What follows belongs to an exercise in optimizing a design on an open flow for small area, a short achievable clock period and few clock cycles per item; a production flow would make more cautious choices.
Function was checked by simulation only, so behaviour that the tests miss may differ from the original.
Power is estimated from default activity; no workload was simulated.

## dequant_quant_top
module dequant_quant_top (
    input  logic        clk,
    input  logic        rst_n,
    input  logic        activate,
    input  logic [24:0] up_cfg,
    input  logic [24:0] down_cfg,
    input  logic        rcv_valid,
    input  logic [32:0] rcv_beat,
    output logic        rcv_ready,
    output logic        deq_valid,
    output logic [15:0] deq_data,
    input  logic        deq_ready,
    input  logic        q_valid,
    input  logic [15:0] q_data,
    output logic        q_ready,
    output logic        trm_valid,
    output logic [32:0] trm_beat,
    input  logic        trm_ready
);
Size: roughly 990 cells after synthesis, about 210 flip-flops, roughly 160 I/O pins, roughly 11000 µm² of cells after synthesis.
Settings: LEC_CHECK=0, CAP_MARGIN=20, CORE_MARGIN=2, CORE_UTILIZATION=60, SLEW_MARGIN=20, TNS_END_PERCENT=0; clock period 9.0 ns.
standard.sh (not shown) runs the stock make flow with config.mk's settings and CLKGATE_MAP_FILE= SYNTH_SCRIPT=/design/flow/synth_recipe.tcl, a recipe that flattens the netlist after the stock synthesis.
==> flow/flow/run.sh <==
#!/bin/bash
# The standard layout, with buf_1 port buffers, a tighter repair target and
# a clock tree without dummy loads.
export BUFFER_PORTS_ARGS="-buffer_cell sky130_fd_sc_hd__buf_1"
export SETUP_SLACK_MARGIN=6.2
export CTS_ARGS="-sink_clustering_enable -repair_clock_nets -dont_use_dummy_load -buf_list {sky130_fd_sc_hd__clkbuf_4 sky130_fd_sc_hd__clkbuf_8} -sink_clustering_size 20 -sink_clustering_max_diameter 60"
bash standard.sh > standard.log 2>&1
Testbench counts at the start, summed over its fixed seeds: cycles 67,917, items 74,830.
Next try:
==> flow/flow/run.sh (replaced) <==
#!/bin/bash
# The standard layout, with buf_1 port buffers, a tighter repair target and
# a clock tree without dummy loads.
export BUFFER_PORTS_ARGS="-buffer_cell sky130_fd_sc_hd__buf_1"
export SETUP_SLACK_MARGIN=6.5
export CTS_ARGS="-sink_clustering_enable -repair_clock_nets -dont_use_dummy_load -buf_list {sky130_fd_sc_hd__clkbuf_4 sky130_fd_sc_hd__clkbuf_8} -sink_clustering_size 20 -sink_clustering_max_diameter 60"
bash standard.sh > standard.log 2>&1
Settings changed: TNS_END_PERCENT 0 to 20.
Result:
- wire length rose by about 11%
- cell count rose by about 2.7%
- combinational power is higher by 14%
- non-clock buffer count is higher by 32
- die area does not change
- via count rose by 3.6%
- worst setup slack improved by 0.049 ns
- sequential cell count stays the same
- total power came out higher by about 3%
- global-route usage went up by 1.8 points
Next try:
==> flow/flow/run.sh (replaced) <==
#!/bin/bash
# The standard layout, with buf_1 port buffers, a tighter repair target and
# a clock tree without dummy loads.
export BUFFER_PORTS_ARGS="-buffer_cell sky130_fd_sc_hd__buf_1"
export SETUP_SLACK_MARGIN=6.2
export CTS_ARGS="-sink_clustering_enable -repair_clock_nets -dont_use_dummy_load -buf_list {sky130_fd_sc_hd__clkbuf_4 sky130_fd_sc_hd__clkbuf_8} -sink_clustering_size 20 -sink_clustering_max_diameter 60"
bash standard.sh > standard.log 2>&1
Settings changed: TNS_END_PERCENT 20 to 10.
Worst hold slack improved by 0.011 ns. Fmax came out higher slightly. Critical path depth came out higher by 8. Sequential power is about the same. Via count came out lower by a few percent. Final area came out lower by a few percent. Setup slack improved by 0.023 ns. Synthesized cell count does not change.
Next try:
==> flow/flow/run.sh (replaced) <==
#!/bin/bash
# The standard layout, with buf_1 port buffers, a tighter repair target and
# a clock tree without dummy loads.
export BUFFER_PORTS_ARGS="-buffer_cell sky130_fd_sc_hd__buf_1"
export SETUP_SLACK_MARGIN=6.2
export CTS_ARGS="-sink_clustering_enable -repair_clock_nets -dont_use_dummy_load -buf_list {sky130_fd_sc_hd__clkbuf_4 sky130_fd_sc_hd__clkbuf_8} -sink_clustering_size 18 -sink_clustering_max_diameter 50"

bash standard.sh > standard.log 2>&1
Settings changed: PLACE_DENSITY set to 0.75, TNS_END_PERCENT 10 to 20.
Outcome: The new run ran to the end with no violations; total power increases by 3.9%; clock power increases by 14%; worst setup slack got worse by 0.035 ns; final cell count increases by 0.59%; sequential share of layout area decreases by 0.91 points; flip-flop and latch count is unchanged; cell area increases by 2.0%; maximum frequency decreases by 1.2%; synthesized area is unchanged.

-- port drivers added, routing unchanged --
No port has a modelled driver above. Below, the same layouts with a new extraction and two added sets of constraints. Step 1: set_driving_cell puts a clkbuf_16 on clk and a buf_2 on each other input, an assumption about the parent block. Step 2 times the ports against the registers' clock, not the clock port: input delays grow and output delays shrink by t, the midpoint of the rising clock arrivals with the driver on. Three values: no drivers, after step 1, after step 2; two values: the first two.
run	t (ns)	setup slack, ns	hold slack, ns	worst setup path at the end	latest minus earliest clock arrival (ns)
the first run	0.547	6.064 / 6.076 / 5.534	0.429 / 0.429 / 0.429	input to register	0.046 / 0.046
the second run	0.549	6.113 / 6.072 / 5.648	0.430 / 0.430 / 0.430	input to register	0.050 / 0.050
the third run	0.534	6.136 / 6.094 / 5.623	0.441 / 0.441 / 0.441	input to register	0.042 / 0.042
the fourth run	0.567	6.101 / 6.061 / 5.625	0.378 / 0.378 / 0.378	input to register	0.057 / 0.058
After both steps setup and hold are still met in every run listed. For the first run, which loses most, drivers alone change the setup slack by +0.012 ns; drivers and shift together by -0.530 ns.
